Background: an optimization exercise with open tools, aiming at small area and a short achievable clock period. Do not read the settings as production practice.
The RTL was checked by simulation tests, not by an equivalence proof against the original design.

== the previous run ==
// int_exec_unit
module int_exec_unit (
  input  logic                   clk_i,
  input  logic                   rst_n_i,
  input  logic                   instr_valid_i,
  input  rv_exec_pkg::instr_u    instr_i,
  output logic                   result_valid_o,
  output rv_exec_pkg::reg_addr_t result_rd_o,
  output rv_exec_pkg::xlen_t     result_o,
  output logic                   illegal_o
);
export LEC_CHECK = 0
export CAP_MARGIN = 20
export CORE_MARGIN = 2
export CORE_UTILIZATION = 55
export CTS_CLUSTER_DIAMETER = 100
export CTS_CLUSTER_SIZE = 20
export SETUP_SLACK_MARGIN = 5.0
export SLEW_MARGIN = 20
export SYNTH_HIERARCHICAL = 1
export TNS_END_PERCENT = 5
create_clock -name core_clock -period 9.0 [get_ports {clk_i}]
standard.sh (not shown) runs the stock make flow with config.mk's settings and CLKGATE_MAP_FILE= SYNTH_SCRIPT=/design/flow/synth_recipe.tcl, a recipe that flattens the netlist after the stock synthesis.
==> flow/flow/run.sh <==
#!/bin/bash
# The standard layout (the standard.sh, unchanged synthesis and steps),
# with the port buffers made from sky130_fd_sc_hd__buf_4 instead of the
# delay-buffer cell buffer_ports picks by default. Every input and output
# port still gets its own buffer.
set -euo pipefail
bash standard.sh "BUFFER_PORTS_ARGS=-buffer_cell sky130_fd_sc_hd__buf_4" finish > flow_make.log 2>&1
Changes in the current run relative to the previous run:
diff --git a/flow/design.v b/flow/design.v
--- a/flow/design.v
+++ b/flow/design.v
@@ -215,18 +215,19 @@
   assign arith  = (f3 == 3'd0) | (f3 == 3'd2) | (f3 == 3'd3);
   assign inv    = ((f3 == 3'd0) & use_rs2 & instr_i[30]) | (f3 == 3'd2) | (f3 == 3'd3);
   assign is_sll = (f3 == 3'd1);
   assign is_sr  = (f3 == 3'd5);
   logic        valid_q;      
   logic        wnz_q;        
   logic [4:0]  rd_q;         
   logic        illegal_q;
   logic [31:0] res;          
+  logic [31:0] res_wr;       
   logic [31:0] rf [1:31];
   logic [31:1] stale, stale_rd, sel1, sel2;
   logic        f1, f2;
   rf_onehot u_dec_st  (.a (rd_q), .en (valid_q), .y (stale_rd));
   rf_onehot u_dec_wr  (.a (rd_q), .en (valid_q), .y (stale));
   rf_sel u_sel1 (.a (rs1), .en (1'b1),    .mask (stale_rd), .y (sel1));
   rf_sel u_sel2 (.a (rs2), .en (use_rs2), .mask (stale_rd), .y (sel2));
   rf_match u_m1 (.a (rs1), .b (rd_q), .en (wnz_q),           .y (f1));
   rf_match u_m2 (.a (rs2), .b (rd_q), .en (wnz_q & use_rs2), .y (f2));
@@ -354,34 +355,41 @@
   for (genvar i = 0; i < 32; i++) begin : g_sh
     exu_sh_bit_n u_s3 (
       .k (k3_q), .l (l3_q), .r (r3_q),
       .d (p_q[i]),
       .d_lo ((i >= 8)  ? p_q[(i >= 8) ? i - 8 : 0] : 1'b0),
       .d_hi ((i < 24)  ? p_q[(i < 24) ? i + 8 : 0] : fill_q),
       .y_n (u3_n[i])
     );
   end
-  logic [31:0] u4, u4i;
+  logic [31:0] u4, u4i, u4w;
   for (genvar i = 0; i < 32; i++) begin : g_sh4
     exu_sh_bit_n u_s4 (
       .k (k4_q), .l (l4_q), .r (r4_q),
       .d (u3_n[i]),
       .d_lo ((i >= 16) ? u3_n[(i >= 16) ? i - 16 : 0] : 1'b1),
       .d_hi ((i < 16)  ? u3_n[(i < 16) ? i + 16 : 0] : fill_n_q),
       .y_n (u4[i])
     );
     exu_sh_bit_n u_s4i (
       .k (k4_q), .l (l4_q), .r (r4_q),
       .d (u3_n[i]),
       .d_lo ((i >= 16) ? u3_n[(i >= 16) ? i - 16 : 0] : 1'b1),
       .d_hi ((i < 16)  ? u3_n[(i < 16) ? i + 16 : 0] : fill_n_q),
       .y_n (u4i[i])
     );
+    exu_sh_bit_n u_s4w (
+      .k (k4_q), .l (l4_q), .r (r4_q),
+      .d (u3_n[i]),
+      .d_lo ((i >= 16) ? u3_n[(i >= 16) ? i - 16 : 0] : 1'b1),
+      .d_hi ((i < 16)  ? u3_n[(i < 16) ? i + 16 : 0] : fill_n_q),
+      .y_n (u4w[i])
+    );
   end
   logic [31:0] gb [LA:5];
   logic [31:0] pb [LA:5];
   assign gb[LA] = gl_q;
   assign pb[LA] = pl_q;
   for (genvar l = LA; l < 5; l++) begin : g_ksb
     for (genvar i = 0; i < 32; i++) begin : g_bit
       if (i >= (2 << l)) begin : g_cell
         exu_ks_cell u_c (
@@ -407,19 +415,24 @@
     .v_i (u4), .c_i (carry), .cout_i (gb[5][31]), .g31_i (gl_q[31]), .p31_i (p_q[31]),
     .sum_i (sum_q), .slt_i (slt_q), .sltu_i (sltu_q),
     .y_o (result_o)
   );
   exu_result u_res_int (
     .v_i (u4i), .c_i (carry), .cout_i (gb[5][31]), .g31_i (gl_q[31]), .p31_i (p_q[31]),
     .sum_i (sum_q), .slt_i (slt_q), .sltu_i (sltu_q),
     .y_o (res)
   );
+  exu_result u_res_wr (
+    .v_i (u4w), .c_i (carry), .cout_i (gb[5][31]), .g31_i (gl_q[31]), .p31_i (p_q[31]),
+    .sum_i (sum_q), .slt_i (slt_q), .sltu_i (sltu_q),
+    .y_o (res_wr)
+  );
   always_ff @(posedge clk_i) begin
     for (int i = 1; i < 32; i++) begin
-      if (stale[i]) rf[i] <= res;
+      if (stale[i]) rf[i] <= res_wr;
     end
   end
   assign result_valid_o = valid_q;
   assign result_rd_o    = rd_q;
   assign illegal_o      = illegal_q;
 endmodule
 `default_nettype wire
## What came out
Compared with the previous run, in the current run clock latency on the worst-skew pair did not really move, wire length went up, first-pass GRT wire length did not really move.
Diff the previous run -> the current run | area after synthesis | increase of about 1.8%
Taking the previous run as the reference, in the current run area taken by flip-flops and latches now sits at about the same level, total track usage decreased by 0.69 points relative to the old numbers, count of clock-buffer cells in the layout shows an increase of 1, routing usage on met2 shows a reduction of 0.64 points, synthesized area divided by synthesized cell count lower.
Diff the previous run -> the current run: fmax went up 1.6 MHz; ratio of final minimum period to clock period fell 0.40 points; sum of buffers and inverters on the critical path rose by 1.

---

== try-amber ==
Another version of the RTL of int_exec_unit (not shown whole).
Size: roughly 3400 cells after synthesis, about 74 I/O pins, about 50000 µm² of cells after synthesis.
clock: 9.0 ns
lec_check: 0
cap_margin: 20
core_margin: 2
core_utilization: 55
cts_cluster_diameter: 100
cts_cluster_size: 20
setup_slack_margin: 5.0
slew_margin: 20
synth_hierarchical: 1
tns_end_percent: 5
Scripts as last shown in full above: flow/flow/run.sh
### try-amber -> try-tundra
-- flow/design.v --
<<< try-amber, line 147
  input  logic        cout_i,    
  input  logic        g31_i,     
  input  logic        sum_i,     
  input  logic        slt_i,     
>>> try-tundra, line 147
  input  logic        cout_i,    
  input  logic        g31_i,     
  input  logic        p31_i,     
  input  logic        sum_i,     
  input  logic        slt_i,     
<<< try-amber, line 156
  assign sum = v_i ^ c_i;
  assign ltu = ~cout_i;
  assign lt  = v_i[31] ? sum[31] : g31_i;
  assign y_o = ({32{sum_i}} & sum) | {31'd0, (slt_i & lt) | (sltu_i & ltu)};
endmodule
>>> try-tundra, line 157
  assign sum = v_i ^ c_i;
  assign ltu = ~cout_i;
  assign lt  = p31_i ? sum[31] : g31_i;
  assign y_o = ({32{sum_i}} & sum) | {31'd0, (slt_i & lt) | (sltu_i & ltu)};
endmodule
<<< try-amber, line 396
  assign carry = {gb[5][30:0], cin_q};
  exu_result u_res_out (
    .v_i (u4), .c_i (carry), .cout_i (gb[5][31]), .g31_i (gl_q[31]),
    .sum_i (sum_q), .slt_i (slt_q), .sltu_i (sltu_q),
    .y_o (result_o)
  );
  exu_result u_res_int (
    .v_i (u4i), .c_i (carry), .cout_i (gb[5][31]), .g31_i (gl_q[31]),
    .sum_i (sum_q), .slt_i (slt_q), .sltu_i (sltu_q),
    .y_o (res)
>>> try-tundra, line 397
  assign carry = {gb[5][30:0], cin_q};
  exu_result u_res_out (
    .v_i (u4), .c_i (carry), .cout_i (gb[5][31]), .g31_i (gl_q[31]), .p31_i (p_q[31]),
    .sum_i (sum_q), .slt_i (slt_q), .sltu_i (sltu_q),
    .y_o (result_o)
  );
  exu_result u_res_int (
    .v_i (u4i), .c_i (carry), .cout_i (gb[5][31]), .g31_i (gl_q[31]), .p31_i (p_q[31]),
    .sum_i (sum_q), .slt_i (slt_q), .sltu_i (sltu_q),
    .y_o (res)
Results
Min buffering stage count on the worst path with inverters included across try-amber and try-tundra: try-tundra
In the reports for try-amber and try-tundra, the smaller count of distinct cell types in the synthesized netlist belongs to try-amber.
In the reports for try-amber and try-tundra, the larger shortest clock period the worst path allows after layout belongs to try-tundra.
try-tundra against try-amber: cell count after placement flat; sequential share of layout area went down; per-cell via count in the routed design ~0 delta; remaining max-slew budget at the tightest pin dropped 9.6 points; layout overhead on the synthesized area up 2.4 points.
~same count of flip-flops with a built-in enable after synthesis in try-amber and try-tundra

## what the ideal ports hide
In the flow no input, the clock included, has a driving cell. The finished layouts below were timed again as built, in two steps.
Step 1 assumes that a clkbuf_16 drives the clock port and a buf_2 every other input.
Step 2 moves the port delays by t, midway between the first and last clock arrival at a register: inputs arrive t later, outputs are due t later. That takes back most of the time a late clock gives input paths.
a / b / c = ideal ports / drivers / drivers and shift; a / b = the first two.
run | shift t [ns] | setup WS [ns] | worst slew at a driven data input, ns
the previous run | 0.733 | 4.190 / 4.171 / 3.438 | 0.14
the current run | 0.751 | 4.226 / 4.226 / 3.515 | 0.13
try-amber | 0.788 | 4.207 / 4.148 / 3.360 | 0.14
try-tundra | 0.753 | 4.096 / 4.039 / 3.286 | 0.30
After both steps setup and hold are still met in every run listed. The setup slack of try-amber, which loses most, moves by -0.059 ns with the drivers and by -0.847 ns with both steps.
